What follows belongs to an exercise in optimizing a design on an open flow for small area, a short achievable clock period and few clock cycles per item; a production flow would make more cautious choices. No run shown here included a check of the RTL's function; only the layout flow was run.

## flow/design.v (module list and top-level ports; edited modules follow where they fit)
// module lineConfig: 38 lines
// module chromaPart: 8 lines
// module chromaInterp: 9 lines
// module pixelSplit: 11 lines
// module pixelClip: 19 lines
// module lumaSum: 46 lines
// module cscSumR: 123 lines
// module cscSumG: 153 lines
// module cscSumB: 96 lines
// module firPart: 135 lines
// module firSum: 74 lines
// module yuvToRgbTop: 188 lines
module yuvToRgbTop (
  input  wire                       Clock_50_I,
  input  wire                       Resetn,
  input  wire [31:0]                inPair,
  input  wire                       inValid,
  input  wire                       rgbReady,
  input  wire                       cfgWrite,
  input  wire [8:0]                 cfgData,
  output logic                      inReady,
  output logic [48:0]               rgbPair,
  output logic                      rgbValid,
  output logic [8:0]                lineLength,
  output logic                      cfgError
);
  // ...
==> flow/flow/run.sh <==
#!/bin/bash
set -euo pipefail
bash ./standard.sh SETUP_SLACK_MARGIN=6.9 MATCH_CELL_FOOTPRINT=0 'BUFFER_PORTS_ARGS=-buffer_cell sky130_fd_sc_hd__buf_2' finish > standard_flow.log 2>&1
==> flow/standard.sh <==
#!/bin/bash
# synth_recipe.tcl (not shown) runs the flow's synth.tcl, then flattens the netlist and writes it again
# the make line also repeats each setting of config.mk as NAME=value (left out here)
make -C /OpenROAD-flow-scripts/flow DESIGN_CONFIG=/design/flow/config.mk WORK_HOME=/design/flow/orfs CLKGATE_MAP_FILE= SYNTH_SCRIPT=/design/flow/synth_recipe.tcl "${@:-finish}"
==> flow/config.mk <==
export PLATFORM = sky130hd
export DESIGN_NAME = yuvToRgbTop
export DESIGN_NICKNAME = yuvToRgbTop
export VERILOG_FILES = /design/flow/design.v
export SDC_FILE = /design/flow/constraint.sdc
export NUM_CORES = 4
export LEC_CHECK = 0
export CAP_MARGIN = 20
export CORE_MARGIN = 2
export CORE_UTILIZATION = 60
export SETUP_SLACK_MARGIN = 5
export SLEW_MARGIN = 20
==> flow/constraint.sdc <==
create_clock -name core_clock -period 11.0 [get_ports {Clock_50_I}]
set_input_delay 2.2000 -clock core_clock [delete_from_list [all_inputs] [get_ports {Clock_50_I}]]
set_output_delay 2.2000 -clock core_clock [all_outputs]
set_load 0.01 [all_outputs]
==> flow_summary.ini, run 1 <==
[sta]
max_slew_margin = 0.3284

[run_status]
outcome = complete, no violations

[logic_synthesis]
ys_ff_latch = 494
ys_seq_area_frac = 0.3803
yosysMostFrequentCell = inv_1
ys_types = 74
ys_warn_count = 10

[die]
pin_count = 107
die_area_mm2 = 0.06427

[routing]
wl_met2_um = 38920
wl_met3_um = 3184
vias_per_cell = 5.375
drt.antenna.violating_nets = 0

[global_route]
grt_usage = 0.2539
met3_usage = 0.03011
grt_pass1_vias = 24310
grt-ovfl-total = 0
grt_max_degree = 93

[cells_and_area]
final_common_cell = inv_1
nNetsFinal = 4329
drive_above_1_share = 0.1580
design_area_mm2 = 0.04294
multi_input_area_mm2 = 0.02130
area_growth_pct = 14.95
seqCellArea_mm2 = 0.01421
nonClkBufAreaFrac = 0.04418

[setup_path]
worst-path-max-fanout = 7
cp-end-kind = flop
regToRegStartpoint = vT[5][3]

[job]
cap_violations = 0

[clocking]
hold_buffers = 0
cts_tree = done
==> module chromaPart, before the edit <==
module chromaPart (
  input  wire [7:0]  t0, t1, t2, t3, t4,
  output wire [17:0] pa, pb
);
  wire [8:0] b = {1'b0, t1} + {1'b0, t4};
  wire [8:0] c = {1'b0, t2} + {1'b0, t3};
  firPart u_part (.t0(t0), .b(b), .c(c), .sa(pa), .sb(pb));
endmodule
==> run 2, diff against run 1 <==
==> flow/design.v (replaced) <==
`default_nettype none
package yuvRgbPkg;
  typedef logic [7:0] sample_t;
  typedef logic [8:0] lineLen_t;
  typedef logic [7:0] pairIdx_t;
  typedef logic signed [31:0] acc_t;
  typedef struct packed {
    sample_t yEven;
    sample_t yOdd;
    sample_t u;
    sample_t v;
  } yuvPair_t;
  typedef struct packed {
    sample_t       yEven;
    sample_t       yOdd;
    sample_t [5:0] uTap;
    sample_t [5:0] vTap;
    logic          lastInLine;
  } chromaWin_t;
  typedef struct packed {
    sample_t yEven;
    sample_t yOdd;
    sample_t uEven;
    sample_t vEven;
    sample_t uOdd;
    sample_t vOdd;
    logic    lastInLine;
  } yuv444Pair_t;
  typedef struct packed {
    sample_t rEven;
    sample_t gEven;
    sample_t bEven;
    sample_t rOdd;
    sample_t gOdd;
    sample_t bOdd;
    logic    lastInLine;
  } rgbPair_t;
endpackage
`default_nettype wire
`timescale 1ns/1ps
`default_nettype none
module lineConfig (
  input  wire                       Clock_50_I,
  input  wire                       Resetn,
  input  wire                       cfgWrite,
  input  wire yuvRgbPkg::lineLen_t  cfgData,
  input  wire                       lineBoundary,
  output yuvRgbPkg::lineLen_t       lineLength,
  output logic                      cfgError
);
  yuvRgbPkg::lineLen_t pendLen;
  logic pendValid;
  logic inRange;
  assign inRange = (cfgData >= 4) && (cfgData <= 256);
  always_ff @(posedge Clock_50_I or negedge Resetn) begin
    if (!Resetn) begin
      lineLength <= yuvRgbPkg::lineLen_t'(160);
      pendValid  <= 1'b0;
      cfgError   <= 1'b0;
    end else begin
      if (lineBoundary && pendValid) begin
        lineLength <= pendLen;
        pendValid  <= 1'b0;
      end
      if (cfgWrite) begin
        if (inRange) begin
          pendValid <= 1'b1;
        end else begin
          cfgError <= 1'b1;
        end
      end
    end
  end
  always_ff @(posedge Clock_50_I) begin
    if (cfgWrite && inRange) begin
      pendLen <= cfgData;
    end
  end
endmodule
`default_nettype wire
`timescale 1ns/1ps
`default_nettype none
`default_nettype wire
`timescale 1ns/1ps
`default_nettype none
module chromaPart (
  input  wire [7:0]  t0, t1, t2, t3, t4,
  output wire [17:0] pa, pb
);
  firPart u_part (.t0(t0), .t1(t1), .t2(t2), .t3(t3), .t4(t4), .sa(pa), .sb(pb));
endmodule
module chromaInterp (
  input  wire [17:0] pa, pb,
  input  wire [12:0] m21,
  output wire [7:0]  odd
);
  wire [9:0] hi;
  firSum u_sum (.pa(pa), .pb(pb), .m(m21), .s(hi));
  assign odd = hi[9] ? 8'h00 : (hi[8] ? 8'hff : hi[7:0]);
endmodule
module times21 (
  input  wire [7:0]  x,
  output wire [12:0] p
);
  assign p = {5'd0, x} + {3'd0, x, 2'd0} + {1'd0, x, 4'd0};
endmodule
module greenChroma (
  input  wire [7:0] u, v,
  output wire [9:0] w
);
  assign w = {2'd0, ~u} + {1'd0, ~v, 1'b0};
endmodule
module pixelSplit (
  input  wire [22:0] yp,
  input  wire [7:0]  u, v,
  input  wire [9:0]  w,
  output wire [9:0]  hr, hg,
  output wire [10:0] hb,
  output wire        cr, cg, cb
);
  cscSumR u_r (.yp(yp), .v(v), .hi0(hr), .c(cr));
  cscSumG u_g (.yp(yp), .w(w), .v(v), .hi0(hg), .c(cg));
  cscSumB u_b (.yp(yp), .u(u), .hi0(hb), .c(cb));
endmodule
module pixelClip (
  input  wire [9:0]  hr, hg,
  input  wire [10:0] hb,
  input  wire        cr, cg, cb,
  output wire [23:0] rgb
);
  wire [9:0]  r = hr + {9'd0, cr};
  wire [9:0]  g = hg + {9'd0, cg};
  wire [10:0] b = hb + {10'd0, cb};
  assign rgb[23:16] = r[9]  ? 8'h00 : (r[8]      ? 8'hff : r[7:0]);
  assign rgb[15:8]  = g[9]  ? 8'h00 : (g[8]      ? 8'hff : g[7:0]);
  assign rgb[7:0]   = b[10] ? 8'h00 : ((|b[9:8]) ? 8'hff : b[7:0]);
endmodule
`default_nettype wire
`timescale 1ns/1ps
`default_nettype none
module lumaSum (input wire [7:0] y, output wire [22:0] s);
  wire n1 = ~y[0];
  wire n3 = ~y[1];
  wire n5 = ~y[2];
  wire n7 = ~y[0];
  wire n9 = ~(y[1] ^ y[3]);
  wire n10 = y[1] | y[3];
  wire n11 = ~(y[2] ^ y[4]);
  wire n12 = y[2] | y[4];
  wire n13 = n1 ^ y[3] ^ y[5];
  wire n14 = (n1 & y[3]) | (n1 & y[5]) | (y[3] & y[5]);
  wire n15 = y[0] ^ n3 ^ y[4];
  wire n16 = (y[0] & n3) | (y[0] & y[4]) | (n3 & y[4]);
  wire n17 = y[1] ^ n5 ^ y[5];
  wire n18 = (y[1] & n5) | (y[1] & y[5]) | (n5 & y[5]);
  wire n19 = ~(y[2] ^ y[3]);
  wire n20 = y[2] | y[3];
  wire n21 = ~y[4];
  wire n23 = ~y[0];
  wire n25 = ~(y[1] ^ y[3]);
  wire n26 = y[1] | y[3];
  wire n27 = n7 ^ y[2] ^ y[4];
  wire n28 = (n7 & y[2]) | (n7 & y[4]) | (y[2] & y[4]);
  wire n29 = y[0] ^ n9 ^ y[5];
  wire n30 = (y[0] & n9) | (y[0] & y[5]) | (n9 & y[5]);
  wire n31 = n10 ^ n11 ^ y[6];
  wire n32 = (n10 & n11) | (n10 & y[6]) | (n11 & y[6]);
  wire n33 = n12 ^ n13 ^ y[7];
  wire n34 = (n12 & n13) | (n12 & y[7]) | (n13 & y[7]);
  wire n35 = n14 ^ n15 ^ y[6];
  wire n36 = (n14 & n15) | (n14 & y[6]) | (n15 & y[6]);
  wire n37 = n16 ^ n17 ^ y[7];
  wire n38 = (n16 & n17) | (n16 & y[7]) | (n17 & y[7]);
  wire n39 = n18 ^ n19 ^ y[6];
  wire n40 = (n18 & n19) | (n18 & y[6]) | (n19 & y[6]);
  wire n41 = n20 ^ n21 ^ y[7];
  wire n42 = (n20 & n21) | (n20 & y[7]) | (n21 & y[7]);
  wire n43 = ~(y[4] ^ y[5]);
  wire n44 = y[4] | y[5];
  wire n45 = ~y[6];
  wire n47 = ~y[7];
  wire [22:0] ra = {1'b1, n47, n45, n43, n41, n39, n37, n35, n33, n31, n29, n27, n25, y[2], y[1], ~y[7], ~y[6], ~y[5], ~y[4], ~y[3], ~y[2], ~y[1], ~y[0]};
  wire [22:0] rb = {y[7], y[6], n44, n42, n40, n38, n36, n34, n32, n30, n28, n26, y[0], n23, 1'b1, y[0], 1'b0, 1'b0, 1'b0, 1'b0, 1'b0, 1'b0, 1'b1};
  wire [22:0] tot = ra + rb;
  assign s = tot[22:0];
endmodule
module cscSumR (input wire [22:0] yp, input wire [7:0] v, output wire [9:0] hi0, output wire c);
  wire n1 = ~v[2];
  wire n3 = ~(v[0] ^ v[3]);
  wire n4 = v[0] | v[3];
  wire n5 = v[5] ^ ~v[7];
  wire n6 = v[5] & ~v[7];
  wire n7 = ~(v[1] ^ v[4]);
  wire n8 = v[1] | v[4];
  wire n9 = v[6] ^ yp[6];
  wire n10 = v[6] & yp[6];
  wire n11 = v[2] ^ v[5] ^ v[7];
  wire n12 = (v[2] & v[5]) | (v[2] & v[7]) | (v[5] & v[7]);
  wire n13 = ~v[3];
  wire n15 = ~(~v[0] ^ v[4]);
  wire n16 = ~v[0] | v[4];
  wire n17 = ~~v[1];
  wire n19 = v[0] ^ ~v[2];
  wire n20 = v[0] & ~v[2];
  wire n21 = v[1] ^ ~v[3];
  wire n22 = v[1] & ~v[3];
  wire n23 = ~(~v[0] ^ v[2]);
  wire n24 = ~v[0] | v[2];
  wire n25 = ~(~v[1] ^ v[3]);
  wire n26 = ~v[1] | v[3];
  wire n27 = v[0] ^ ~v[2] ^ v[4];
  wire n28 = (v[0] & ~v[2]) | (v[0] & v[4]) | (~v[2] & v[4]);
  wire n29 = v[1] ^ ~v[3] ^ v[5];
  wire n30 = (v[1] & ~v[3]) | (v[1] & v[5]) | (~v[3] & v[5]);
  wire n31 = ~(v[2] ^ ~v[4]);
  wire n32 = v[2] | ~v[4];
  wire n33 = ~(v[3] ^ ~v[5]);
  wire n34 = v[3] | ~v[5];
  wire n35 = v[0] ^ v[2];
  wire n36 = v[0] & v[2];
  wire n37 = v[1] ^ v[3] ^ ~v[5];
  wire n38 = (v[1] & v[3]) | (v[1] & ~v[5]) | (v[3] & ~v[5]);
  wire n39 = n1 ^ v[4] ^ ~v[6];
  wire n40 = (n1 & v[4]) | (n1 & ~v[6]) | (v[4] & ~v[6]);
  wire n41 = v[2] ^ n5 ^ n3;
  wire n42 = (v[2] & n5) | (v[2] & n3) | (n5 & n3);
  wire n43 = n6 ^ n4 ^ n9;
  wire n44 = (n6 & n4) | (n6 & n9) | (n4 & n9);
  wire n45 = n10 ^ n8 ^ n11;
  wire n46 = (n10 & n8) | (n10 & n11) | (n8 & n11);
  wire n47 = n12 ^ n13 ^ v[6];
  wire n48 = (n12 & n13) | (n12 & v[6]) | (n13 & v[6]);
  wire n49 = v[3] ^ n15 ^ v[7];
  wire n50 = (v[3] & n15) | (v[3] & v[7]) | (n15 & v[7]);
  wire n51 = n16 ^ n17 ^ v[5];
  wire n52 = (n16 & n17) | (n16 & v[5]) | (n17 & v[5]);
  wire n53 = ~v[1] ^ n19 ^ v[6];
  wire n54 = (~v[1] & n19) | (~v[1] & v[6]) | (n19 & v[6]);
  wire n55 = n20 ^ n21 ^ v[7];
  wire n56 = (n20 & n21) | (n20 & v[7]) | (n21 & v[7]);
  wire n57 = n22 ^ n23 ^ ~v[4];
  wire n58 = (n22 & n23) | (n22 & ~v[4]) | (n23 & ~v[4]);
  wire n59 = n24 ^ n25 ^ ~v[5];
  wire n60 = (n24 & n25) | (n24 & ~v[5]) | (n25 & ~v[5]);
  wire n61 = n26 ^ n27 ^ ~v[6];
  wire n62 = (n26 & n27) | (n26 & ~v[6]) | (n27 & ~v[6]);
  wire n63 = n28 ^ n29 ^ ~v[7];
  wire n64 = (n28 & n29) | (n28 & ~v[7]) | (n29 & ~v[7]);
  wire n65 = n30 ^ n31 ^ v[6];
  wire n66 = (n30 & n31) | (n30 & v[6]) | (n31 & v[6]);
  wire n67 = n32 ^ n33 ^ v[7];
  wire n68 = (n32 & n33) | (n32 & v[7]) | (n33 & v[7]);
  wire n69 = n34 ^ v[4] ^ ~v[6];
  wire n70 = (n34 & v[4]) | (n34 & ~v[6]) | (v[4] & ~v[6]);
  wire n71 = v[5] ^ ~v[7];
  wire n72 = v[5] & ~v[7];
  wire n73 = ~v[6];
  wire n75 = v[0] ^ ~v[2];
  wire n76 = v[0] & ~v[2];
  wire n77 = v[1] ^ ~v[3] ^ yp[1];
  wire n78 = (v[1] & ~v[3]) | (v[1] & yp[1]) | (~v[3] & yp[1]);
  wire n79 = n35 ^ ~v[4] ^ yp[2];
  wire n80 = (n35 & ~v[4]) | (n35 & yp[2]) | (~v[4] & yp[2]);
  wire n81 = n36 ^ n37 ^ yp[3];
  wire n82 = (n36 & n37) | (n36 & yp[3]) | (n37 & yp[3]);
  wire n83 = n38 ^ n39 ^ yp[4];
  wire n84 = (n38 & n39) | (n38 & yp[4]) | (n39 & yp[4]);
  wire n85 = n40 ^ n41 ^ yp[5];
  wire n86 = (n40 & n41) | (n40 & yp[5]) | (n41 & yp[5]);
  wire n87 = n42 ^ n43 ^ n7;
  wire n88 = (n42 & n43) | (n42 & n7) | (n43 & n7);
  wire n89 = n44 ^ n45 ^ yp[7];
  wire n90 = (n44 & n45) | (n44 & yp[7]) | (n45 & yp[7]);
  wire n91 = n46 ^ n47 ^ yp[8];
  wire n92 = (n46 & n47) | (n46 & yp[8]) | (n47 & yp[8]);
  wire n93 = n48 ^ n49 ^ yp[9];
  wire n94 = (n48 & n49) | (n48 & yp[9]) | (n49 & yp[9]);
  wire n95 = n50 ^ n51 ^ yp[10];
  wire n96 = (n50 & n51) | (n50 & yp[10]) | (n51 & yp[10]);
  wire n97 = n52 ^ n53 ^ yp[11];
  wire n98 = (n52 & n53) | (n52 & yp[11]) | (n53 & yp[11]);
  wire n99 = n54 ^ n55 ^ yp[12];
  wire n100 = (n54 & n55) | (n54 & yp[12]) | (n55 & yp[12]);
  wire n101 = n56 ^ n57 ^ yp[13];
  wire n102 = (n56 & n57) | (n56 & yp[13]) | (n57 & yp[13]);
  wire n103 = n58 ^ n59 ^ yp[14];
  wire n104 = (n58 & n59) | (n58 & yp[14]) | (n59 & yp[14]);
  wire n105 = n60 ^ n61 ^ yp[15];
  wire n106 = (n60 & n61) | (n60 & yp[15]) | (n61 & yp[15]);
  wire n107 = n62 ^ n63 ^ yp[16];
  wire n108 = (n62 & n63) | (n62 & yp[16]) | (n63 & yp[16]);
  wire n109 = n64 ^ n65 ^ yp[17];
  wire n110 = (n64 & n65) | (n64 & yp[17]) | (n65 & yp[17]);
  wire n111 = n66 ^ n67 ^ yp[18];
  wire n112 = (n66 & n67) | (n66 & yp[18]) | (n67 & yp[18]);
  wire n113 = n68 ^ n69 ^ yp[19];
  wire n114 = (n68 & n69) | (n68 & yp[19]) | (n69 & yp[19]);
  wire n115 = n70 ^ n71 ^ yp[20];
  wire n116 = (n70 & n71) | (n70 & yp[20]) | (n71 & yp[20]);
  wire n117 = n72 ^ n73 ^ yp[21];
  wire n118 = (n72 & n73) | (n72 & yp[21]) | (n73 & yp[21]);
  wire n119 = v[6] ^ v[7] ^ yp[22];
  wire n120 = (v[6] & v[7]) | (v[6] & yp[22]) | (v[7] & yp[22]);
  wire [25:0] ra = {1'b1, n119, n117, n115, n113, n111, n109, n107, n105, n103, n101, n99, n97, n95, n93, n91, n89, n87, n85, n83, n81, n79, n77, yp[0], ~v[1], ~v[0]};
  wire [25:0] rb = {n120, n118, n116, n114, n112, n110, n108, n106, n104, n102, n100, n98, n96, n94, n92, n90, n88, n86, n84, n82, n80, n78, n76, n75, 1'b0, 1'b1};
  wire [16:0] low = {1'b0, ra[15:0]} + {1'b0, rb[15:0]};
  assign c = low[16];
  assign hi0 = ra[25:16] + rb[25:16];
endmodule
module cscSumG (input wire [22:0] yp, input wire [9:0] w, input wire [7:0] v, output wire [9:0] hi0, output wire c);
  wire n1 = ~~v[0];
  wire n3 = ~v[0];
  wire n5 = v[1] ^ ~v[5] ^ w[0];
  wire n6 = (v[1] & ~v[5]) | (v[1] & w[0]) | (~v[5] & w[0]);
  wire n7 = v[2] ^ ~v[6] ^ w[1];
  wire n8 = (v[2] & ~v[6]) | (v[2] & w[1]) | (~v[6] & w[1]);
  wire n9 = v[3] ^ ~v[7] ^ w[2];
  wire n10 = (v[3] & ~v[7]) | (v[3] & w[2]) | (~v[7] & w[2]);
  wire n11 = v[4] ^ w[3];
  wire n12 = v[4] & w[3];
  wire n13 = v[5] ^ w[4];
  wire n14 = v[5] & w[4];
  wire n15 = v[6] ^ w[0] ^ w[5];
  wire n16 = (v[6] & w[0]) | (v[6] & w[5]) | (w[0] & w[5]);
  wire n17 = n1 ^ v[7] ^ w[1];
  wire n18 = (n1 & v[7]) | (n1 & w[1]) | (v[7] & w[1]);
  wire n19 = w[6] ^ ~w[8];
  wire n20 = w[6] & ~w[8];
  wire n21 = ~v[0] ^ ~v[1] ^ w[2];
  wire n22 = (~v[0] & ~v[1]) | (~v[0] & w[2]) | (~v[1] & w[2]);
  wire n23 = w[7] ^ ~w[9] ^ yp[10];
  wire n24 = (w[7] & ~w[9]) | (w[7] & yp[10]) | (~w[9] & yp[10]);
  wire n25 = ~(~v[2] ^ ~w[0]);
  wire n26 = ~v[2] | ~w[0];
  wire n27 = w[3] ^ w[8] ^ yp[11];
  wire n28 = (w[3] & w[8]) | (w[3] & yp[11]) | (w[8] & yp[11]);
  wire n29 = ~(~v[3] ^ ~w[1]);
  wire n30 = ~v[3] | ~w[1];
  wire n31 = w[4] ^ w[9] ^ yp[12];
  wire n32 = (w[4] & w[9]) | (w[4] & yp[12]) | (w[9] & yp[12]);
  wire n33 = ~v[4] ^ w[0] ^ ~w[2];
  wire n34 = (~v[4] & w[0]) | (~v[4] & ~w[2]) | (w[0] & ~w[2]);
  wire n35 = w[5] ^ yp[13];
  wire n36 = w[5] & yp[13];
  wire n37 = ~v[5] ^ w[1] ^ ~w[3];
  wire n38 = (~v[5] & w[1]) | (~v[5] & ~w[3]) | (w[1] & ~w[3]);
  wire n39 = w[6] ^ yp[14];
  wire n40 = w[6] & yp[14];
  wire n41 = ~v[6] ^ w[2] ^ ~w[4];
  wire n42 = (~v[6] & w[2]) | (~v[6] & ~w[4]) | (w[2] & ~w[4]);
  wire n43 = w[7] ^ yp[15];
  wire n44 = w[7] & yp[15];
  wire n45 = ~(~v[7] ^ w[3]);
  wire n46 = ~v[7] | w[3];
  wire n47 = ~w[5] ^ w[8] ^ yp[16];
  wire n48 = (~w[5] & w[8]) | (~w[5] & yp[16]) | (w[8] & yp[16]);
  wire n49 = w[4] ^ ~w[6] ^ w[9];
  wire n50 = (w[4] & ~w[6]) | (w[4] & w[9]) | (~w[6] & w[9]);
  wire n51 = ~w[5];
  wire n53 = n3 ^ ~v[4];
  wire n54 = n3 & ~v[4];
  wire n55 = v[0] ^ n5 ^ ~w[2];
  wire n56 = (v[0] & n5) | (v[0] & ~w[2]) | (n5 & ~w[2]);
  wire n57 = n6 ^ n7 ^ ~w[3];
  wire n58 = (n6 & n7) | (n6 & ~w[3]) | (n7 & ~w[3]);
  wire n59 = n8 ^ n9 ^ ~w[4];
  wire n60 = (n8 & n9) | (n8 & ~w[4]) | (n9 & ~w[4]);
  wire n61 = n10 ^ n11 ^ ~w[5];
  wire n62 = (n10 & n11) | (n10 & ~w[5]) | (n11 & ~w[5]);
  wire n63 = n12 ^ n13 ^ ~w[6];
  wire n64 = (n12 & n13) | (n12 & ~w[6]) | (n13 & ~w[6]);
  wire n65 = n14 ^ n15 ^ ~w[7];
  wire n66 = (n14 & n15) | (n14 & ~w[7]) | (n15 & ~w[7]);
  wire n67 = n16 ^ n19 ^ n17;
  wire n68 = (n16 & n19) | (n16 & n17) | (n19 & n17);
  wire n69 = n20 ^ n18 ^ n23;
  wire n70 = (n20 & n18) | (n20 & n23) | (n18 & n23);
  wire n71 = n24 ^ n22 ^ n27;
  wire n72 = (n24 & n22) | (n24 & n27) | (n22 & n27);
  wire n73 = n28 ^ n26 ^ n31;
  wire n74 = (n28 & n26) | (n28 & n31) | (n26 & n31);
  wire n75 = n32 ^ n30 ^ n35;
  wire n76 = (n32 & n30) | (n32 & n35) | (n30 & n35);
  wire n77 = n36 ^ n34 ^ n39;
  wire n78 = (n36 & n34) | (n36 & n39) | (n34 & n39);
  wire n79 = n40 ^ n38 ^ n43;
  wire n80 = (n40 & n38) | (n40 & n43) | (n38 & n43);
  wire n81 = n44 ^ n42 ^ n47;
  wire n82 = (n44 & n42) | (n44 & n47) | (n42 & n47);
  wire n83 = n48 ^ n46 ^ n49;
  wire n84 = (n48 & n46) | (n48 & n49) | (n46 & n49);
  wire n85 = n50 ^ n51 ^ ~w[7];
  wire n86 = (n50 & n51) | (n50 & ~w[7]) | (n51 & ~w[7]);
  wire n87 = w[5] ^ w[6] ^ ~w[8];
  wire n88 = (w[5] & w[6]) | (w[5] & ~w[8]) | (w[6] & ~w[8]);
  wire n89 = ~(w[7] ^ ~w[9]);
  wire n90 = w[7] | ~w[9];
  wire n91 = ~w[8];
  wire n93 = ~v[3] ^ ~w[0];
  wire n94 = ~v[3] & ~w[0];
  wire n95 = n53 ^ ~w[1] ^ yp[2];
  wire n96 = (n53 & ~w[1]) | (n53 & yp[2]) | (~w[1] & yp[2]);
  wire n97 = n54 ^ n55 ^ yp[3];
  wire n98 = (n54 & n55) | (n54 & yp[3]) | (n55 & yp[3]);
  wire n99 = n56 ^ n57 ^ yp[4];
  wire n100 = (n56 & n57) | (n56 & yp[4]) | (n57 & yp[4]);
  wire n101 = n58 ^ n59 ^ yp[5];
  wire n102 = (n58 & n59) | (n58 & yp[5]) | (n59 & yp[5]);
  wire n103 = n60 ^ n61 ^ yp[6];
  wire n104 = (n60 & n61) | (n60 & yp[6]) | (n61 & yp[6]);
  wire n105 = n62 ^ n63 ^ yp[7];
  wire n106 = (n62 & n63) | (n62 & yp[7]) | (n63 & yp[7]);
  wire n107 = n64 ^ n65 ^ yp[8];
  wire n108 = (n64 & n65) | (n64 & yp[8]) | (n65 & yp[8]);
  wire n109 = n66 ^ n67 ^ yp[9];
  wire n110 = (n66 & n67) | (n66 & yp[9]) | (n67 & yp[9]);
  wire n111 = n68 ^ n69 ^ n21;
  wire n112 = (n68 & n69) | (n68 & n21) | (n69 & n21);
  wire n113 = n70 ^ n71 ^ n25;
  wire n114 = (n70 & n71) | (n70 & n25) | (n71 & n25);
  wire n115 = n72 ^ n73 ^ n29;
  wire n116 = (n72 & n73) | (n72 & n29) | (n73 & n29);
  wire n117 = n74 ^ n75 ^ n33;
  wire n118 = (n74 & n75) | (n74 & n33) | (n75 & n33);
  wire n119 = n76 ^ n77 ^ n37;
  wire n120 = (n76 & n77) | (n76 & n37) | (n77 & n37);
  wire n121 = n78 ^ n79 ^ n41;
  wire n122 = (n78 & n79) | (n78 & n41) | (n79 & n41);
  wire n123 = n80 ^ n81 ^ n45;
  wire n124 = (n80 & n81) | (n80 & n45) | (n81 & n45);
  wire n125 = n82 ^ n83 ^ yp[17];
  wire n126 = (n82 & n83) | (n82 & yp[17]) | (n83 & yp[17]);
  wire n127 = n84 ^ n85 ^ yp[18];
  wire n128 = (n84 & n85) | (n84 & yp[18]) | (n85 & yp[18]);
  wire n129 = n86 ^ n87 ^ yp[19];
  wire n130 = (n86 & n87) | (n86 & yp[19]) | (n87 & yp[19]);
  wire n131 = n88 ^ n89 ^ yp[20];
  wire n132 = (n88 & n89) | (n88 & yp[20]) | (n89 & yp[20]);
  wire n133 = n90 ^ n91 ^ yp[21];
  wire n134 = (n90 & n91) | (n90 & yp[21]) | (n91 & yp[21]);
  wire n135 = w[8] ^ w[9] ^ yp[22];
  wire n136 = (w[8] & w[9]) | (w[8] & yp[22]) | (w[9] & yp[22]);
  wire [25:0] ra = {1'b1, n135, n133, n131, n129, n127, n125, n123, n121, n119, n117, n115, n113, n111, n109, n107, n105, n103, n101, n99, n97, n95, yp[1], yp[0], ~v[1], ~v[0]};
  wire [25:0] rb = {n136, n134, n132, n130, n128, n126, n124, n122, n120, n118, n116, n114, n112, n110, n108, n106, n104, n102, n100, n98, n96, n94, n93, ~v[2], 1'b0, 1'b1};
  wire [16:0] low = {1'b0, ra[15:0]} + {1'b0, rb[15:0]};
  assign c = low[16];
  assign hi0 = ra[25:16] + rb[25:16];
endmodule
module cscSumB (input wire [22:0] yp, input wire [7:0] u, output wire [10:0] hi0, output wire c);
  wire n1 = ~u[1];
  wire n3 = ~(u[0] ^ u[2]);
  wire n4 = u[0] | u[2];
  wire n5 = ~u[5] ^ ~u[7];
  wire n6 = ~u[5] & ~u[7];
  wire n7 = ~(u[1] ^ u[3]);
  wire n8 = u[1] | u[3];
  wire n9 = ~u[6] ^ yp[6];
  wire n10 = ~u[6] & yp[6];
  wire n11 = u[2] ^ u[4] ^ ~u[7];
  wire n12 = (u[2] & u[4]) | (u[2] & ~u[7]) | (u[4] & ~u[7]);
  wire n13 = ~(u[0] ^ u[3]);
  wire n14 = u[0] | u[3];
  wire n15 = ~(u[1] ^ u[4]);
  wire n16 = u[1] | u[4];
  wire n17 = u[2] ^ u[5];
  wire n18 = u[2] & u[5];
  wire n19 = ~~u[0];
  wire n21 = ~u[1] ^ ~u[3];
  wire n22 = ~u[1] & ~u[3];
  wire n23 = ~u[2] ^ ~u[4];
  wire n24 = ~u[2] & ~u[4];
  wire n25 = u[0] ^ ~u[3] ^ ~u[5];
  wire n26 = (u[0] & ~u[3]) | (u[0] & ~u[5]) | (~u[3] & ~u[5]);
  wire n27 = n1 ^ ~u[4] ^ ~u[6];
  wire n28 = (n1 & ~u[4]) | (n1 & ~u[6]) | (~u[4] & ~u[6]);
  wire n29 = u[1] ^ n5 ^ n3;
  wire n30 = (u[1] & n5) | (u[1] & n3) | (n5 & n3);
  wire n31 = n6 ^ n4 ^ n9;
  wire n32 = (n6 & n4) | (n6 & n9) | (n4 & n9);
  wire n33 = n10 ^ n8 ^ n11;
  wire n34 = (n10 & n8) | (n10 & n11) | (n8 & n11);
  wire n35 = n12 ^ n13 ^ u[5];
  wire n36 = (n12 & n13) | (n12 & u[5]) | (n13 & u[5]);
  wire n37 = n14 ^ n15 ^ u[6];
  wire n38 = (n14 & n15) | (n14 & u[6]) | (n15 & u[6]);
  wire n39 = n16 ^ n17 ^ u[7];
  wire n40 = (n16 & n17) | (n16 & u[7]) | (n17 & u[7]);
  wire n41 = n18 ^ u[3] ^ u[6];
  wire n42 = (n18 & u[3]) | (n18 & u[6]) | (u[3] & u[6]);
  wire n43 = u[4] ^ u[7];
  wire n44 = u[4] & u[7];
  wire n45 = ~u[0];
  wire n47 = n19 ^ ~u[2];
  wire n48 = n19 & ~u[2];
  wire n49 = ~u[0] ^ n21 ^ yp[1];
  wire n50 = (~u[0] & n21) | (~u[0] & yp[1]) | (n21 & yp[1]);
  wire n51 = n22 ^ n23 ^ yp[2];
  wire n52 = (n22 & n23) | (n22 & yp[2]) | (n23 & yp[2]);
  wire n53 = n24 ^ n25 ^ yp[3];
  wire n54 = (n24 & n25) | (n24 & yp[3]) | (n25 & yp[3]);
  wire n55 = n26 ^ n27 ^ yp[4];
  wire n56 = (n26 & n27) | (n26 & yp[4]) | (n27 & yp[4]);
  wire n57 = n28 ^ n29 ^ yp[5];
  wire n58 = (n28 & n29) | (n28 & yp[5]) | (n29 & yp[5]);
  wire n59 = n30 ^ n31 ^ n7;
  wire n60 = (n30 & n31) | (n30 & n7) | (n31 & n7);
  wire n61 = n32 ^ n33 ^ yp[7];
  wire n62 = (n32 & n33) | (n32 & yp[7]) | (n33 & yp[7]);
  wire n63 = n34 ^ n35 ^ yp[8];
  wire n64 = (n34 & n35) | (n34 & yp[8]) | (n35 & yp[8]);
  wire n65 = n36 ^ n37 ^ yp[9];
  wire n66 = (n36 & n37) | (n36 & yp[9]) | (n37 & yp[9]);
  wire n67 = n38 ^ n39 ^ yp[10];
  wire n68 = (n38 & n39) | (n38 & yp[10]) | (n39 & yp[10]);
  wire n69 = n40 ^ n41 ^ yp[11];
  wire n70 = (n40 & n41) | (n40 & yp[11]) | (n41 & yp[11]);
  wire n71 = n42 ^ n43 ^ yp[12];
  wire n72 = (n42 & n43) | (n42 & yp[12]) | (n43 & yp[12]);
  wire n73 = n44 ^ u[5] ^ yp[13];
  wire n74 = (n44 & u[5]) | (n44 & yp[13]) | (u[5] & yp[13]);
  wire n75 = ~(u[6] ^ yp[14]);
  wire n76 = u[6] | yp[14];
  wire n77 = n45 ^ u[7] ^ yp[15];
  wire n78 = (n45 & u[7]) | (n45 & yp[15]) | (u[7] & yp[15]);
  wire n79 = u[0] ^ u[1] ^ yp[16];
  wire n80 = (u[0] & u[1]) | (u[0] & yp[16]) | (u[1] & yp[16]);
  wire n81 = ~(u[2] ^ yp[17]);
  wire n82 = u[2] | yp[17];
  wire n83 = u[3] ^ yp[18];
  wire n84 = u[3] & yp[18];
  wire n85 = ~(u[4] ^ yp[19]);
  wire n86 = u[4] | yp[19];
  wire n87 = ~(u[5] ^ yp[20]);
  wire n88 = u[5] | yp[20];
  wire n89 = ~(u[6] ^ yp[21]);
  wire n90 = u[6] | yp[21];
  wire n91 = u[7] ^ yp[22];
  wire n92 = u[7] & yp[22];
  wire [26:0] ra = {1'b1, 1'b1, n91, n89, n87, n85, n83, n81, n79, n77, n75, n73, n71, n69, n67, n65, n63, n61, n59, n57, n55, n53, n51, n49, yp[0], ~u[1], ~u[0]};
  wire [26:0] rb = {1'b0, n92, n90, n88, n86, n84, n82, n80, n78, n76, n74, n72, n70, n68, n66, n64, n62, n60, n58, n56, n54, n52, n50, n48, n47, 1'b0, 1'b1};
  wire [16:0] low = {1'b0, ra[15:0]} + {1'b0, rb[15:0]};
  assign c = low[16];
  assign hi0 = ra[26:16] + rb[26:16];
endmodule
module firPart (input wire [7:0] t0, input wire [7:0] t1, input wire [7:0] t2, input wire [7:0] t3, input wire [7:0] t4, output wire [17:0] sa, output wire [17:0] sb);
  wire n1 = t3[0] ^ t3[2] ^ ~t3[7];
  wire n2 = (t3[0] & t3[2]) | (t3[0] & ~t3[7]) | (t3[2] & ~t3[7]);
  wire n3 = ~t3[1];
  wire n5 = ~t3[2];
  wire n7 = t3[0] ^ ~t3[5] ^ t2[0];
  wire n8 = (t3[0] & ~t3[5]) | (t3[0] & t2[0]) | (~t3[5] & t2[0]);
  wire n9 = t3[1] ^ ~t3[6] ^ t2[1];
  wire n10 = (t3[1] & ~t3[6]) | (t3[1] & t2[1]) | (~t3[6] & t2[1]);
  wire n11 = ~t2[6] ^ ~t4[0] ^ t4[2];
  wire n12 = (~t2[6] & ~t4[0]) | (~t2[6] & t4[2]) | (~t4[0] & t4[2]);
  wire n13 = ~t4[4] ^ ~t1[0];
  wire n14 = ~t4[4] & ~t1[0];
  wire n15 = n1 ^ t2[0] ^ t2[2];
  wire n16 = (n1 & t2[0]) | (n1 & t2[2]) | (t2[0] & t2[2]);
  wire n17 = ~t2[7] ^ ~t4[1] ^ t4[3];
  wire n18 = (~t2[7] & ~t4[1]) | (~t2[7] & t4[3]) | (~t4[1] & t4[3]);
  wire n19 = ~t4[5] ^ ~t1[1] ^ t1[3];
  wire n20 = (~t4[5] & ~t1[1]) | (~t4[5] & t1[3]) | (~t1[1] & t1[3]);
  wire n21 = ~t1[5] ^ t0[3];
  wire n22 = ~t1[5] & t0[3];
  wire n23 = n2 ^ n3 ^ t3[3];
  wire n24 = (n2 & n3) | (n2 & t3[3]) | (n3 & t3[3]);
  wire n25 = t2[1] ^ t2[3] ^ ~t4[2];
  wire n26 = (t2[1] & t2[3]) | (t2[1] & ~t4[2]) | (t2[3] & ~t4[2]);
  wire n27 = t4[4] ^ ~t4[6] ^ ~t1[2];
  wire n28 = (t4[4] & ~t4[6]) | (t4[4] & ~t1[2]) | (~t4[6] & ~t1[2]);
  wire n29 = t1[4] ^ ~t1[6] ^ t0[4];
  wire n30 = (t1[4] & ~t1[6]) | (t1[4] & t0[4]) | (~t1[6] & t0[4]);
  wire n31 = t3[1] ^ n5 ^ t3[4];
  wire n32 = (t3[1] & n5) | (t3[1] & t3[4]) | (n5 & t3[4]);
  wire n33 = t2[2] ^ t2[4] ^ ~t4[3];
  wire n34 = (t2[2] & t2[4]) | (t2[2] & ~t4[3]) | (t2[4] & ~t4[3]);
  wire n35 = t4[5] ^ ~t4[7] ^ ~t1[3];
  wire n36 = (t4[5] & ~t4[7]) | (t4[5] & ~t1[3]) | (~t4[7] & ~t1[3]);
  wire n37 = t1[5] ^ ~t1[7] ^ t0[5];
  wire n38 = (t1[5] & ~t1[7]) | (t1[5] & t0[5]) | (~t1[7] & t0[5]);
  wire n39 = ~(t3[2] ^ t3[3]);
  wire n40 = t3[2] | t3[3];
  wire n41 = t3[5] ^ t2[3] ^ t2[5];
  wire n42 = (t3[5] & t2[3]) | (t3[5] & t2[5]) | (t2[3] & t2[5]);
  wire n43 = ~t4[4] ^ t4[6] ^ ~t1[4];
  wire n44 = (~t4[4] & t4[6]) | (~t4[4] & ~t1[4]) | (t4[6] & ~t1[4]);
  wire n45 = t3[4] ^ t3[6] ^ t2[4];
  wire n46 = (t3[4] & t3[6]) | (t3[4] & t2[4]) | (t3[6] & t2[4]);
  wire n47 = t2[6] ^ ~t4[5];
  wire n48 = t2[6] & ~t4[5];
  wire n49 = ~~t3[3];
  wire n51 = ~t3[4] ^ ~t2[4] ^ t4[0];
  wire n52 = (~t3[4] & ~t2[4]) | (~t3[4] & t4[0]) | (~t2[4] & t4[0]);
  wire n53 = ~t4[2] ^ t1[0] ^ ~t1[2];
  wire n54 = (~t4[2] & t1[0]) | (~t4[2] & ~t1[2]) | (t1[0] & ~t1[2]);
  wire n55 = n7 ^ ~t2[5] ^ t4[1];
  wire n56 = (n7 & ~t2[5]) | (n7 & t4[1]) | (~t2[5] & t4[1]);
  wire n57 = ~t4[3] ^ t1[1] ^ ~t1[3];
  wire n58 = (~t4[3] & t1[1]) | (~t4[3] & ~t1[3]) | (t1[1] & ~t1[3]);
  wire n59 = t0[1] ^ t0[3];
  wire n60 = t0[1] & t0[3];
  wire n61 = n8 ^ n13 ^ n11;
  wire n62 = (n8 & n13) | (n8 & n11) | (n13 & n11);
  wire n63 = n9 ^ t1[2] ^ ~t1[4];
  wire n64 = (n9 & t1[2]) | (n9 & ~t1[4]) | (t1[2] & ~t1[4]);
  wire n65 = t0[2] ^ t0[4] ^ t0[6];
  wire n66 = (t0[2] & t0[4]) | (t0[2] & t0[6]) | (t0[4] & t0[6]);
  wire n67 = n14 ^ n12 ^ n10;
  wire n68 = (n14 & n12) | (n14 & n10) | (n12 & n10);
  wire n69 = n21 ^ n19 ^ n17;
  wire n70 = (n21 & n19) | (n21 & n17) | (n19 & n17);
  wire n71 = n15 ^ t0[5] ^ t0[7];
  wire n72 = (n15 & t0[5]) | (n15 & t0[7]) | (t0[5] & t0[7]);
  wire n73 = n22 ^ n20 ^ n18;
  wire n74 = (n22 & n20) | (n22 & n18) | (n20 & n18);
  wire n75 = n16 ^ n29 ^ n27;
  wire n76 = (n16 & n29) | (n16 & n27) | (n29 & n27);
  wire n77 = n25 ^ n23 ^ t0[6];
  wire n78 = (n25 & n23) | (n25 & t0[6]) | (n23 & t0[6]);
  wire n79 = n30 ^ n28 ^ n26;
  wire n80 = (n30 & n28) | (n30 & n26) | (n28 & n26);
  wire n81 = n24 ^ n37 ^ n35;
  wire n82 = (n24 & n37) | (n24 & n35) | (n37 & n35);
  wire n83 = n33 ^ n31 ^ t0[7];
  wire n84 = (n33 & n31) | (n33 & t0[7]) | (n31 & t0[7]);
  wire n85 = n38 ^ n36 ^ n34;
  wire n86 = (n38 & n36) | (n38 & n34) | (n36 & n34);
  wire n87 = n32 ^ n43 ^ n41;
  wire n88 = (n32 & n43) | (n32 & n41) | (n43 & n41);
  wire n89 = n39 ^ t1[6] ^ t0[6];
  wire n90 = (n39 & t1[6]) | (n39 & t0[6]) | (t1[6] & t0[6]);
  wire n91 = n44 ^ n42 ^ n40;
  wire n92 = (n44 & n42) | (n44 & n40) | (n42 & n40);
  wire n93 = n47 ^ n45 ^ t4[7];
  wire n94 = (n47 & n45) | (n47 & t4[7]) | (n45 & t4[7]);
  wire n95 = ~t1[5] ^ t1[7] ^ t0[7];
  wire n96 = (~t1[5] & t1[7]) | (~t1[5] & t0[7]) | (t1[7] & t0[7]);
  wire n97 = ~(n48 ^ n46);
  wire n98 = n48 | n46;
  wire n99 = t3[5] ^ t3[7] ^ t2[5];
  wire n100 = (t3[5] & t3[7]) | (t3[5] & t2[5]) | (t3[7] & t2[5]);
  wire n101 = t2[7] ^ ~t4[6] ^ ~t1[6];
  wire n102 = (t2[7] & ~t4[6]) | (t2[7] & ~t1[6]) | (~t4[6] & ~t1[6]);
  wire n103 = ~(t3[6] ^ t2[6]);
  wire n104 = t3[6] | t2[6];
  wire n105 = ~t3[2] ^ ~t2[2] ^ ~t4[0];
  wire n106 = (~t3[2] & ~t2[2]) | (~t3[2] & ~t4[0]) | (~t2[2] & ~t4[0]);
  wire n107 = n49 ^ ~t2[3] ^ ~t4[1];
  wire n108 = (n49 & ~t2[3]) | (n49 & ~t4[1]) | (~t2[3] & ~t4[1]);
  wire n109 = ~t1[1] ^ t0[1];
  wire n110 = ~t1[1] & t0[1];
  wire n111 = ~t3[3] ^ n53 ^ n51;
  wire n112 = (~t3[3] & n53) | (~t3[3] & n51) | (n53 & n51);
  wire n113 = t0[0] ^ t0[2] ^ t0[4];
  wire n114 = (t0[0] & t0[2]) | (t0[0] & t0[4]) | (t0[2] & t0[4]);
  wire n115 = n54 ^ n52 ^ n59;
  wire n116 = (n54 & n52) | (n54 & n59) | (n52 & n59);
  wire n117 = n57 ^ n55 ^ t0[5];
  wire n118 = (n57 & n55) | (n57 & t0[5]) | (n55 & t0[5]);
  wire n119 = n60 ^ n58 ^ n56;
  wire n120 = (n60 & n58) | (n60 & n56) | (n58 & n56);
  wire n121 = n65 ^ n63 ^ n61;
  wire n122 = (n65 & n63) | (n65 & n61) | (n63 & n61);
  wire n123 = n66 ^ n64 ^ n62;
  wire n124 = (n66 & n64) | (n66 & n62) | (n64 & n62);
  wire n125 = n71 ^ n69 ^ n67;
  wire n126 = (n71 & n69) | (n71 & n67) | (n69 & n67);
  wire n127 = n72 ^ n70 ^ n68;
  wire n128 = (n72 & n70) | (n72 & n68) | (n70 & n68);
  wire n129 = n77 ^ n75 ^ n73;
  wire n130 = (n77 & n75) | (n77 & n73) | (n75 & n73);
  wire n131 = n78 ^ n76 ^ n74;
  wire n132 = (n78 & n76) | (n78 & n74) | (n76 & n74);
  wire n133 = n83 ^ n81 ^ n79;
  wire n134 = (n83 & n81) | (n83 & n79) | (n81 & n79);
  wire n135 = n84 ^ n82 ^ n80;
  wire n136 = (n84 & n82) | (n84 & n80) | (n82 & n80);
  wire n137 = n89 ^ n87 ^ n85;
  wire n138 = (n89 & n87) | (n89 & n85) | (n87 & n85);
  wire n139 = n90 ^ n88 ^ n86;
  wire n140 = (n90 & n88) | (n90 & n86) | (n88 & n86);
  wire n141 = n95 ^ n93 ^ n91;
  wire n142 = (n95 & n93) | (n95 & n91) | (n93 & n91);
  wire n143 = n96 ^ n94 ^ n92;
  wire n144 = (n96 & n94) | (n96 & n92) | (n94 & n92);
  wire n145 = n101 ^ n99 ^ n97;
  wire n146 = (n101 & n99) | (n101 & n97) | (n99 & n97);
  wire n147 = n102 ^ n100 ^ n98;
  wire n148 = (n102 & n100) | (n102 & n98) | (n100 & n98);
  wire n149 = n103 ^ ~t4[7] ^ ~t1[7];
  wire n150 = (n103 & ~t4[7]) | (n103 & ~t1[7]) | (~t4[7] & ~t1[7]);
  wire n151 = ~(n104 ^ t3[7]);
  wire n152 = n104 | t3[7];
  wire n153 = ~~t3[1];
  wire n155 = n105 ^ ~t1[0] ^ t0[0];
  wire n156 = (n105 & ~t1[0]) | (n105 & t0[0]) | (~t1[0] & t0[0]);
  wire n157 = n106 ^ n109 ^ n107;
  wire n158 = (n106 & n109) | (n106 & n107) | (n109 & n107);
  wire n159 = n110 ^ n108 ^ n113;
  wire n160 = (n110 & n108) | (n110 & n113) | (n108 & n113);
  wire n161 = n114 ^ n112 ^ n117;
  wire n162 = (n114 & n112) | (n114 & n117) | (n112 & n117);
  wire n163 = n118 ^ n116 ^ n121;
  wire n164 = (n118 & n116) | (n118 & n121) | (n116 & n121);
  wire n165 = n122 ^ n120 ^ n125;
  wire n166 = (n122 & n120) | (n122 & n125) | (n120 & n125);
  wire n167 = n126 ^ n124 ^ n129;
  wire n168 = (n126 & n124) | (n126 & n129) | (n124 & n129);
  wire n169 = n130 ^ n128 ^ n133;
  wire n170 = (n130 & n128) | (n130 & n133) | (n128 & n133);
  wire n171 = n134 ^ n132 ^ n137;
  wire n172 = (n134 & n132) | (n134 & n137) | (n132 & n137);
  wire n173 = n138 ^ n136 ^ n141;
  wire n174 = (n138 & n136) | (n138 & n141) | (n136 & n141);
  wire n175 = n142 ^ n140 ^ n145;
  wire n176 = (n142 & n140) | (n142 & n145) | (n140 & n145);
  wire n177 = n146 ^ n144 ^ n149;
  wire n178 = (n146 & n144) | (n146 & n149) | (n144 & n149);
  wire n179 = n150 ^ n148 ^ n151;
  wire n180 = (n150 & n148) | (n150 & n151) | (n148 & n151);
  wire n181 = ~t3[0] ^ ~t2[0];
  wire n182 = ~t3[0] & ~t2[0];
  wire n183 = n153 ^ ~t2[1] ^ t0[1];
  wire n184 = (n153 & ~t2[1]) | (n153 & t0[1]) | (~t2[1] & t0[1]);
  wire n185 = ~t3[1] ^ n155 ^ t0[2];
  wire n186 = (~t3[1] & n155) | (~t3[1] & t0[2]) | (n155 & t0[2]);
  wire n187 = n156 ^ n157 ^ t0[3];
  wire n188 = (n156 & n157) | (n156 & t0[3]) | (n157 & t0[3]);
  wire n189 = n158 ^ n159 ^ n111;
  wire n190 = (n158 & n159) | (n158 & n111) | (n159 & n111);
  wire n191 = n160 ^ n161 ^ n115;
  wire n192 = (n160 & n161) | (n160 & n115) | (n161 & n115);
  wire n193 = n162 ^ n163 ^ n119;
  wire n194 = (n162 & n163) | (n162 & n119) | (n163 & n119);
  wire n195 = n164 ^ n165 ^ n123;
  wire n196 = (n164 & n165) | (n164 & n123) | (n165 & n123);
  wire n197 = n166 ^ n167 ^ n127;
  wire n198 = (n166 & n167) | (n166 & n127) | (n167 & n127);
  wire n199 = n168 ^ n169 ^ n131;
  wire n200 = (n168 & n169) | (n168 & n131) | (n169 & n131);
  wire n201 = n170 ^ n171 ^ n135;
  wire n202 = (n170 & n171) | (n170 & n135) | (n171 & n135);
  wire n203 = n172 ^ n173 ^ n139;
  wire n204 = (n172 & n173) | (n172 & n139) | (n173 & n139);
  wire n205 = n174 ^ n175 ^ n143;
  wire n206 = (n174 & n175) | (n174 & n143) | (n175 & n143);
  wire n207 = n176 ^ n177 ^ n147;
  wire n208 = (n176 & n177) | (n176 & n147) | (n177 & n147);
  wire n209 = n178 ^ n179 ^ t2[7];
  wire n210 = (n178 & n179) | (n178 & t2[7]) | (n179 & t2[7]);
  wire n211 = n180 ^ n152;
  wire n212 = n180 & n152;
  wire [17:0] ra = {1'b1, 1'b1, n211, n209, n207, n205, n203, n201, n199, n197, n195, n193, n191, n189, n187, n185, n183, t0[0]};
  wire [17:0] rb = {1'b0, n212, n210, n208, n206, n204, n202, n200, n198, n196, n194, n192, n190, n188, n186, n184, n182, n181};
  assign sa = ra;
  assign sb = rb;
endmodule
module firSum (input wire [17:0] pa, input wire [17:0] pb, input wire [12:0] m, output wire [9:0] s);
  wire n1 = m[0] ^ pb[0];
  wire n2 = m[0] & pb[0];
  wire n3 = m[1] ^ pb[1] ^ pa[1];
  wire n4 = (m[1] & pb[1]) | (m[1] & pa[1]) | (pb[1] & pa[1]);
  wire n5 = m[2] ^ pb[2] ^ pa[2];
  wire n6 = (m[2] & pb[2]) | (m[2] & pa[2]) | (pb[2] & pa[2]);
  wire n7 = m[3] ^ pb[3] ^ pa[3];
  wire n8 = (m[3] & pb[3]) | (m[3] & pa[3]) | (pb[3] & pa[3]);
  wire n9 = m[4] ^ pb[4] ^ pa[4];
  wire n10 = (m[4] & pb[4]) | (m[4] & pa[4]) | (pb[4] & pa[4]);
  wire n11 = m[5] ^ pb[5] ^ pa[5];
  wire n12 = (m[5] & pb[5]) | (m[5] & pa[5]) | (pb[5] & pa[5]);
  wire n13 = m[6] ^ pb[6] ^ pa[6];
  wire n14 = (m[6] & pb[6]) | (m[6] & pa[6]) | (pb[6] & pa[6]);
  wire n15 = m[7] ^ pb[7] ^ pa[7];
  wire n16 = (m[7] & pb[7]) | (m[7] & pa[7]) | (pb[7] & pa[7]);
  wire n17 = m[8] ^ pb[8] ^ pa[8];
  wire n18 = (m[8] & pb[8]) | (m[8] & pa[8]) | (pb[8] & pa[8]);
  wire n19 = m[9] ^ pb[9] ^ pa[9];
  wire n20 = (m[9] & pb[9]) | (m[9] & pa[9]) | (pb[9] & pa[9]);
  wire n21 = m[10] ^ pb[10] ^ pa[10];
  wire n22 = (m[10] & pb[10]) | (m[10] & pa[10]) | (pb[10] & pa[10]);
  wire n23 = m[11] ^ pb[11] ^ pa[11];
  wire n24 = (m[11] & pb[11]) | (m[11] & pa[11]) | (pb[11] & pa[11]);
  wire n25 = m[12] ^ pb[12] ^ pa[12];
  wire n26 = (m[12] & pb[12]) | (m[12] & pa[12]) | (pb[12] & pa[12]);
  wire n27 = pb[13] ^ pa[13];
  wire n28 = pb[13] & pa[13];
  wire n29 = pb[14] ^ pa[14];
  wire n30 = pb[14] & pa[14];
  wire n31 = pb[15] ^ pa[15];
  wire n32 = pb[15] & pa[15];
  wire n33 = pb[16] ^ pa[16];
  wire n34 = pb[16] & pa[16];
  wire n35 = pb[17] ^ pa[17];
  wire n36 = pb[17] & pa[17];
  wire [17:0] ra = {n35, n33, n31, n29, n27, n25, n23, n21, n19, n17, n15, n13, n11, n9, n7, n5, n3, pa[0]};
  wire [17:0] rb = {n34, n32, n30, n28, n26, n24, n22, n20, n18, n16, n14, n12, n10, n8, n6, n4, n2, n1};
  wire [17:0] tot = ra + rb;
  assign s = tot[17:8];
endmodule
`default_nettype wire
`timescale 1ns/1ps
`default_nettype none
module yuvToRgbTop (
  input  wire                       Clock_50_I,
  input  wire                       Resetn,
  input  wire [31:0]                inPair,
  input  wire                       inValid,
  input  wire                       rgbReady,
  input  wire                       cfgWrite,
  input  wire [8:0]                 cfgData,
  output logic                      inReady,
  output logic [48:0]               rgbPair,
  output logic                      rgbValid,
  output logic [8:0]                lineLength,
  output logic                      cfgError
);
  logic       inRdy;        
  logic       en;           
  logic [7:0] pairCnt;      
  logic [1:0] flushCnt;     
  logic       accept;
  logic       isLast;
  logic       isFirst;
  logic       lineBoundary;
  logic       flushStep;
  assign accept       = inValid && inRdy;
  assign isLast       = ({1'b0, pairCnt} == lineLength - 9'd1);
  assign isFirst      = (pairCnt == 8'd0);
  assign lineBoundary = accept ? isLast : isFirst;
  assign flushStep    = en && (flushCnt != 2'd0);
  assign inReady      = inRdy;
  lineConfig u_lineConfig (
    .Clock_50_I   (Clock_50_I),
    .Resetn       (Resetn),
    .cfgWrite     (cfgWrite),
    .cfgData      (cfgData),
    .lineBoundary (lineBoundary),
    .lineLength   (lineLength),
    .cfgError     (cfgError)
  );
  logic        outValid;
  logic        skidValid;
  logic        outFree;
  logic        push;
  logic [48:0] result;
  logic [48:0] skid;
  logic        resValid;
  logic        skidNext;
  logic [1:0]  flushNext;
  assign outFree  = !outValid || rgbReady;
  assign push     = en && resValid;
  assign skidNext = skidValid ? !outFree : (push && !outFree);
  always_comb begin
    flushNext = flushCnt;
    if (accept && isLast) flushNext = 2'd3;
    else if (flushStep)   flushNext = flushCnt - 2'd1;
  end
  always_ff @(posedge Clock_50_I or negedge Resetn) begin
    if (!Resetn) begin
      inRdy     <= 1'b0;
      en        <= 1'b0;
      pairCnt   <= '0;
      flushCnt  <= '0;
      outValid  <= 1'b0;
      skidValid <= 1'b0;
    end else begin
      if (accept) pairCnt <= isLast ? 8'd0 : pairCnt + 8'd1;
      flushCnt  <= flushNext;
      en        <= !skidNext;
      inRdy     <= !skidNext && (flushNext == 2'd0);
      skidValid <= skidNext;
      if (outFree) outValid <= skidValid || push;
    end
  end
  always_ff @(posedge Clock_50_I) begin
    if (!skidValid) skid <= result;
    if (outFree) rgbPair <= skidValid ? skid : result;
  end
  assign rgbValid = outValid;
  logic [7:0]  yE [0:3];
  logic [7:0]  yO [0:3];
  logic [7:0]  uT [1:5];
  logic [7:0]  vT [1:5];
  logic [17:0] uPa, uPb;
  logic [17:0] vPa, vPb;
  logic [17:0] uPaNext, uPbNext;
  logic [17:0] vPaNext, vPbNext;
  logic [12:0] uM21, vM21;          
  logic [12:0] uM21Next, vM21Next;
  logic        winValid;
  logic        winLast;
  logic        shift;
  assign shift = accept || flushStep;
  chromaPart u_partU (.t0(uT[1]), .t1(uT[2]), .t2(uT[3]), .t3(uT[4]), .t4(uT[5]), .pa(uPaNext), .pb(uPbNext));
  chromaPart u_partV (.t0(vT[1]), .t1(vT[2]), .t2(vT[3]), .t3(vT[4]), .t4(vT[5]), .pa(vPaNext), .pb(vPbNext));
  times21 u_m21U (.x(inPair[15:8]), .p(uM21Next));
  times21 u_m21V (.x(inPair[7:0]),  .p(vM21Next));
  always_ff @(posedge Clock_50_I) begin
    if (accept) begin
      yE[3] <= inPair[31:24];
      yO[3] <= inPair[23:16];
      uT[5] <= inPair[15:8];
      vT[5] <= inPair[7:0];
      uM21  <= uM21Next;
      vM21  <= vM21Next;
    end
    if (shift) begin
      for (int i = 0; i < 3; i++) begin
        yE[i] <= yE[i+1];
        yO[i] <= yO[i+1];
      end
      for (int i = 1; i < 3; i++) begin
        uT[i] <= uT[i+1];
        vT[i] <= vT[i+1];
      end
      uT[3] <= (accept && isFirst) ? inPair[15:8] : uT[4];
      uT[4] <= (accept && isFirst) ? inPair[15:8] : uT[5];
      vT[3] <= (accept && isFirst) ? inPair[7:0]  : vT[4];
      vT[4] <= (accept && isFirst) ? inPair[7:0]  : vT[5];
      uPa <= uPaNext;
      uPb <= uPbNext;
      vPa <= vPaNext;
      vPb <= vPbNext;
    end
  end
  always_ff @(posedge Clock_50_I or negedge Resetn) begin
    if (!Resetn) begin
      winValid <= 1'b0;
    end else if (en) begin
      winValid <= (accept && (pairCnt >= 8'd3)) || flushStep;
    end
  end
  always_ff @(posedge Clock_50_I) begin
    if (en) winLast <= flushStep && (flushCnt == 2'd1);
  end
  logic [7:0]  uOdd;
  logic [7:0]  vOdd;
  logic [22:0] ypEven;
  logic [22:0] ypOdd;
  chromaInterp u_firU (.pa(uPa), .pb(uPb), .m21(uM21), .odd(uOdd));
  chromaInterp u_firV (.pa(vPa), .pb(vPb), .m21(vM21), .odd(vOdd));
  logic [9:0]  wEven;
  logic [9:0]  wOdd;
  greenChroma u_wE (.u(uT[2]), .v(vT[2]), .w(wEven));
  greenChroma u_wO (.u(uOdd),  .v(vOdd),  .w(wOdd));
  lumaSum u_lumaE (.y(yE[0]), .s(ypEven));
  lumaSum u_lumaO (.y(yO[0]), .s(ypOdd));
  logic        p1Valid;
  logic [22:0] p1YpE;
  logic [22:0] p1YpO;
  logic [7:0]  p1UE;
  logic [7:0]  p1VE;
  logic [7:0]  p1UO;
  logic [7:0]  p1VO;
  logic [9:0]  p1WE;
  logic [9:0]  p1WO;
  logic        p1Last;
  always_ff @(posedge Clock_50_I or negedge Resetn) begin
    if (!Resetn) p1Valid <= 1'b0;
    else if (en) p1Valid <= winValid;
  end
  always_ff @(posedge Clock_50_I) begin
    if (en) begin
      p1YpE  <= ypEven;
      p1YpO  <= ypOdd;
      p1UE   <= uT[2];
      p1VE   <= vT[2];
      p1UO   <= uOdd;
      p1VO   <= vOdd;
      p1WE   <= wEven;
      p1WO   <= wOdd;
      p1Last <= winLast;
    end
  end
  logic [9:0]  hrE, hgE, hrO, hgO;
  logic [10:0] hbE, hbO;
  logic        crE, cgE, cbE, crO, cgO, cbO;
  pixelSplit u_sumE (.yp(p1YpE), .u(p1UE), .v(p1VE), .w(p1WE), .hr(hrE), .hg(hgE), .hb(hbE), .cr(crE), .cg(cgE), .cb(cbE));
  pixelSplit u_sumO (.yp(p1YpO), .u(p1UO), .v(p1VO), .w(p1WO), .hr(hrO), .hg(hgO), .hb(hbO), .cr(crO), .cg(cgO), .cb(cbO));
  logic        p2Valid;
  logic [9:0]  p2HrE, p2HgE, p2HrO, p2HgO;
  logic [10:0] p2HbE, p2HbO;
  logic        p2CrE, p2CgE, p2CbE, p2CrO, p2CgO, p2CbO;
  logic        p2Last;
  always_ff @(posedge Clock_50_I or negedge Resetn) begin
    if (!Resetn) p2Valid <= 1'b0;
    else if (en) p2Valid <= p1Valid;
  end
  always_ff @(posedge Clock_50_I) begin
    if (en) begin
      p2HrE <= hrE; p2HgE <= hgE; p2HbE <= hbE;
      p2CrE <= crE; p2CgE <= cgE; p2CbE <= cbE;
      p2HrO <= hrO; p2HgO <= hgO; p2HbO <= hbO;
      p2CrO <= crO; p2CgO <= cgO; p2CbO <= cbO;
      p2Last <= p1Last;
    end
  end
  logic [23:0] rgbEven;
  logic [23:0] rgbOdd;
  pixelClip u_clipE (.hr(p2HrE), .hg(p2HgE), .hb(p2HbE), .cr(p2CrE), .cg(p2CgE), .cb(p2CbE), .rgb(rgbEven));
  pixelClip u_clipO (.hr(p2HrO), .hg(p2HgO), .hb(p2HbO), .cr(p2CrO), .cg(p2CgO), .cb(p2CbO), .rgb(rgbOdd));
  assign result   = {rgbEven, rgbOdd, p2Last};
  assign resValid = p2Valid;
endmodule
`default_nettype wire
==> flow/flow/run.sh (replaced) <==
#!/bin/bash
set -euo pipefail
bash ./standard.sh SETUP_SLACK_MARGIN=7.0 MATCH_CELL_FOOTPRINT=0 finish > standard_flow.log 2>&1
==> run 2 against run 1 <==
Synthesized cell count rose by 1.5%. Fmax is 2.9% lower. Global-route usage decreased by 0.073 points. Via count hardly changed. Cell count grew 2.0%. Hold slack worse by 0.56 ps. Largest cell class unchanged.
==> flow_summary.ini, run 2 <==
[run_status]
outcome = complete, no violations

[routing]
drc = 0
vias_per_cell = 5.271
via_count = 23380
drt_wl_total_um = 82680
drt.antenna.violating_nets = 0
drtPass1Iterations = 5
wl_per_cell_um = 18.64
drtIter0Drc = 1294

[sta]
finalHoldViolCount = 0
max_slew_margin = 0.4690
finalSetupTns_ps = 0
whs_ps = 414.1
finClkSkew_ps = 47.90
max_freq_mhz = 224.4
tightestPinTransition_ps = 789.7
rsz0062_at_grt = yes
worst_slack_ps = 6544
min_period_ps = 4456
slew_viol_final = 0
fin_crit_sh = 0.4051
setup_violations = 0

[setup_path]
crit_slowest_cell = fa_1
crit_required_ps = 11390
crit_chain = fa_1, ha_4, a21oi_4, o22ai_2, a2111oi_4, o21bai_2, o22a_2, a21oi_4, o2111ai_4, xnor2_4, o21ai_2, ha_1, a21o_1, a21oi_2, o21ai_2, a21oi_2, o21bai_1, a21oi_1, xor2_1
cp.arrival_ps = 4840
reg2reg_slack_ps = 6540
critPathMaxStageDelay_ps = 610
cp-end-kind = flop
worst-path-max-fanout = 7
critical_path_class = reg -> reg
start_kind = flop
regToRegStartpoint = uPa[6]
crit_start = uPa[6]

[logic_synthesis]
synthSimpleGateAreaFrac = 0.03708
synth_area_per_cell_um2 = 12.32
synth_area_leader_cell = edfxtp_1
ys_warn_count = 10
synth_compound_area_frac = 0.07777
ys_types = 71
syn-num-nets = 4114
synth_top_family_by_area = adder cells
synth_area_mm2 = 0.03951
yosysMostFrequentCell = inv_1
muxShareOfSynthArea = 0.006112
synth_area_leaders = edfxtp_1, fa_1, ha_1
ys_seq_area_frac = 0.3915
synth_edf_count = 459
synthAdderAreaFrac = 0.3638
ys_top_cells_by_count = inv_1, fa_1, edfxtp_1, ha_1, xnor2_1
synth_top_area_frac = 0.3488
synthArstFlopShare = 0.05224
synthFlopType = edfxtp_1
ys_ff_latch = 536
synth_cells = 3207
synth_xor_area_frac = 0.04569

[hold_path]
worstHoldStart = yO[1][5]
hold_path.class = reg -> reg

[global_route]
antenna_found_initial = 0
grt_pass1_wl_um = 132400
grt_pass1_vias = 24690
grt_usage = 0.2531
grt-ovfl-total = 0
grt_max_degree = 80

[clocking]
clock_path_buffers = 3
cts_sinks = 536
insertion_delay_ps = 650
cts_tree = done
path_clk_slew_ps = 60
htreeDepth = 2
cts_root_buffer = clkbuf_16
cts_buffers = 58

[die]
pin_count = 107
start_util = 0.6031
die_area_mm2 = 0.06792
placementRows = 94
die_w_um = 260.6
die_y_um = 260.6
core_area_mm2 = 0.06551

[cells_and_area]
design_area_mm2 = 0.04580
drive_above_1_share = 0.1341
area_growth_pct = 15.91
final_cell_mix = inv_1, fa_1, edfxtp_1, ha_1, buf_4
nNetsFinal = 4430
fin_cells = 4435
num-fill-cells = 4691
final_common_cell = inv_1
antennaDiodeCount = 0
top_regs = rgbPair: 49 flops, skid: 49 flops
post-route-util = 0.6991

[job]
cap_violations = 0

[place]
io_buffer_count = 106
dp_hpwl_um = 65100
place_congestion = 0.9281
place_area_mm2 = 0.04183
post-place-ws_ps = 5418
post-place-cells = 4164
run 2: path summary, 6_finish.rpt:
| kind | end | cells after the start |
|---|---|---|
| min | yO[0][5] | 0 |
| max reg2reg | p1WO[8] | 19 |
| max in group asynchronous | en | 2 |
| min reg2reg | yO[0][5] | 0 |
| min in group asynchronous | u_lineConfig.lineLength[4] | 2 |
| max | p1WO[8] | 19 |
run 2: cell type report:
class	count	area (um2)	share of cell area
clock buffers	73	1609	0.03513
clock inverters	35	416.7	0.009098
inverters	794	3042	0.06642
multi-input cells	1855	21680	0.4734
flip-flops and latches	536	15470	0.3378
well taps	864	1081	0.02360
repair buffers	278	2497	0.05453
run 2: critical path, delay by kind of cell, from the launching register on:
kind                     cells  cell delay, ps
AO/OA/AOI/OAI               14            2270
adder cells (fa/ha/maj)      3            1120
flip-flops                   1             400
XOR/XNOR                     2             390
run 2: routing by layer:
layer | track usage | up-vias | part of all wire
met5 | 0 | - | 0
met4 | 0.06270 | 0 | 0.023
met3 | 0.04176 | 127 | 0.052
met2 | 0.4157 | 502 | 0.48
met1 | 0.3558 | 11670 | 0.44
li1 | - | 11080 | -
run 2: kinds of logic (layout without fill, tap and decap cells):
kind of cell,after synthesis,after routing
muxes,19,19
and+or+nand+nor,287,287
xor gates and xnor gates,204,204
AOI/OAI and AO/OA,484,484
adders and majority gates,861,861
DFF,536,536
buffers and inverters,816,1180
run 2: repair_timing:
| action | 4_1_cts | 5_1_grt |
|---|---|---|
| gates resized for setup | 126 | 111 |
| setup endpoints to repair | 123 | 124 |
| cloned | 0 | 1 |
| pin swaps | 48 | 104 |
| hold buffers | 0 | 0 |
| setup buffers | 66 | 96 |

[afterwards: timing with drivers on the ports]
No port has a modelled driver above. Below, the same layouts with a new extraction and two added sets of constraints. Step 1 sets driving cells, clkbuf_16 on the clock port and buf_2 on the other inputs (assumed; they add their load-dependent delay and slew). Step 2, shift: input delay + t, output delay - t, t = (earliest + latest rising clock arrival at the registers) / 2. This alone moves slack from input paths to output paths. a / b / c = no drivers / after step 1 / after step 2; a / b = the first two.
run | t, ns | setup WS [ns] | worst setup path at the end | pins driven straight from the clock port
run 1 | 0.667 | 6.672 / 6.672 / 6.500 | input to register | 1
run 2 | 0.689 | 6.544 / 6.544 / 6.264 | input to register | 1
After both steps setup and hold are still met in every run listed. For run 2, which loses most, drivers alone change the setup slack by 0.000 ns; drivers and shift together by -0.280 ns.
